Context: an optimization exercise on an open-source flow, tuned for small area, a short achievable clock period and few clock cycles per item. The choices shown serve that exercise and are no tape-out recipe. RTL that was checked went through simulation tests only; none was proved equivalent to the original. Power and IR drop assume default switching activity.

Design fixed_chunk_free_list, start of the top module:
module fixed_chunk_free_list
#(
   parameter int MAX_CHUNKS = 256
)(
   input  logic                  clock,
   input  logic                  reset,
   input  logic                  req_valid,
   output logic                  req_ready,
   input  logic [1:0]            req_kind,
   input  logic [OFFSET_W-1:0]   req_byte_offset,
   output logic                  rsp_valid,
   input  logic                  rsp_ready,
   output logic [1:0]            rsp_status,
   output logic [OFFSET_W-1:0]   rsp_chunk_offset,
   input  logic                  csr_psel,
   input  logic                  csr_penable,
   input  logic                  csr_pwrite,
   input  logic [CSR_ADDR_W-1:0] csr_paddr,
   input  logic [CSR_DATA_W-1:0] csr_pwdata,
   output logic [CSR_DATA_W-1:0] csr_prdata,
   output logic                  csr_pready
);
clock: 6.0 ns
lec_check: 0
cap_margin: 20
core_margin: 2
core_utilization: 70
cts_buf_list: sky130_fd_sc_hd__clkbuf_8
cts_cluster_diameter: 60
cts_cluster_size: 16
setup_slack_margin: 3.0
slew_margin: 20
run.sh (not shown) runs the stock make flow with config.mk's settings and CLKGATE_MAP_FILE= SYNTH_SCRIPT=/design/flow/synth_recipe.tcl, a recipe that flattens the netlist after the stock synthesis.
The starting point finished clean.
==> next run, changes <==
CORE_UTILIZATION = 60   (was 70)
CTS_BUF_LIST = default   (was sky130_fd_sc_hd__clkbuf_8)
CTS_CLUSTER_SIZE = 30   (was 16)
The new run finished clean.
Clock-buffer cell count falls by 6.
Sequential cell count is unchanged.
Cell area increases by 2.4%.
Worst setup slack gets worse by 180 ps.
Sequential share of layout area fell by 1.5 points.
Worst hold slack barely changes.
Routed wire length went up by 2.4%.
No functional check of the RTL was part of any run of this note.

the previous run:
fixed_chunk_free_list, a different RTL version from the one above (not shown whole).
Size: roughly 4,800 cells after synthesis, roughly 130 I/O pins.
==> flow/config.mk <==
export PLATFORM = sky130hd
export DESIGN_NAME = fixed_chunk_free_list
export DESIGN_NICKNAME = fixed_chunk_free_list
export VERILOG_FILES = /design/flow/design.v
export SDC_FILE = /design/flow/constraint.sdc
export NUM_CORES = 4
export LEC_CHECK = 0
export CAP_MARGIN = 20
export CORE_MARGIN = 2
export CORE_UTILIZATION = 60
export CTS_CLUSTER_DIAMETER = 60
export CTS_CLUSTER_SIZE = 30
export SETUP_SLACK_MARGIN = 2.5
export SLEW_MARGIN = 20
==> flow/constraint.sdc <==
create_clock -name core_clock -period 6.0 [get_ports {clock}]
set_input_delay 1.2000 -clock core_clock [delete_from_list [all_inputs] [get_ports {clock}]]
set_output_delay 1.2000 -clock core_clock [all_outputs]
set_load 0.01 [all_outputs]
The inputs of the current run differ from those of the previous run as listed below.
- SETUP_SLACK_MARGIN: 2.5 -> 3.2
For the total power, the current run came in about 1.7% higher than the previous run did. Final clock skew delta (the current run -> the previous run): insignificant. The higher finished layout cell area of the previous run and the current run is in the current run.
No run of this note included a check of the RTL's function; only the layout flow was run.

## run 1
fixed_chunk_free_list, a different RTL version from the one above (not shown whole).
For scale: about 2200 flip-flops, roughly 130 I/O pins.
Settings: LEC_CHECK=0, CAP_MARGIN=20, CORE_MARGIN=2, CORE_UTILIZATION=70, CTS_CLUSTER_DIAMETER=60, CTS_CLUSTER_SIZE=30, SETUP_SLACK_MARGIN=2.7, SLEW_MARGIN=20, TNS_END_PERCENT=5; clock period 6.0 ns.
Testbench counts of run 1, summed over its fixed seeds: cycles 9,640, items 9,624.
Here is what was changed in the inputs of run 2 compared with run 1.
--- a/flow/config.mk
+++ b/flow/config.mk
@@ -9,7 +9,7 @@
 export CORE_MARGIN = 2
 export CORE_UTILIZATION = 70
-export CTS_CLUSTER_DIAMETER = 60
-export CTS_CLUSTER_SIZE = 30
-export SETUP_SLACK_MARGIN = 2.7
+export CTS_CLUSTER_DIAMETER = 100
+export CTS_CLUSTER_SIZE = 28
+export SETUP_SLACK_MARGIN = 3.0
 export SLEW_MARGIN = 20
 export TNS_END_PERCENT = 5
==> comparison <==
From run 1 to run 2, number of distinct standard cells referenced by the synthesized netlist did not move at all.
Compared with run 1, total power in run 2 decreased by a little under 10%.
Number of diodes added for antenna fixing (higher): run 1

-- static timing again, ports no longer ideal --
The flow's constraints put no driver on any port. The routed layouts listed below were extracted and timed again, unchanged, in two steps.
Step 1 sets driving cells, clkbuf_16 on the clock port and buf_2 on the other inputs (assumed; they add their load-dependent delay and slew).
Step 2 times the ports against the registers' clock, not the clock port: input delays grow and output delays shrink by t, the midpoint of the rising clock arrivals with the driver on.
Slacks: ideal / step 1 / step 2; pairs: ideal / step 1.
run	t, ns	slack for setup (ns)	slew at the worst register clock pin (ns)	cell pins on the clock port's net
the first run of note 1	1.033	2.409 / 2.409 / 1.991	0.11 / 0.11	1
the second run of note 1	0.881	2.229 / 2.229 / 2.190	0.10 / 0.10	1
the previous run	0.888	2.422 / 2.422 / 2.071	0.10 / 0.10	1
the current run	0.887	2.399 / 2.399 / 2.399	0.10 / 0.10	1
run 1	0.871	2.451 / 2.431 / 1.657	0.11 / 0.11	1
run 2	0.812	2.465 / 2.465 / 1.996	0.11 / 0.11	1
After both steps every run listed still meets setup and hold. For run 1, which loses most, drivers alone change the setup slack by -0.020 ns; drivers and shift together by -0.794 ns.
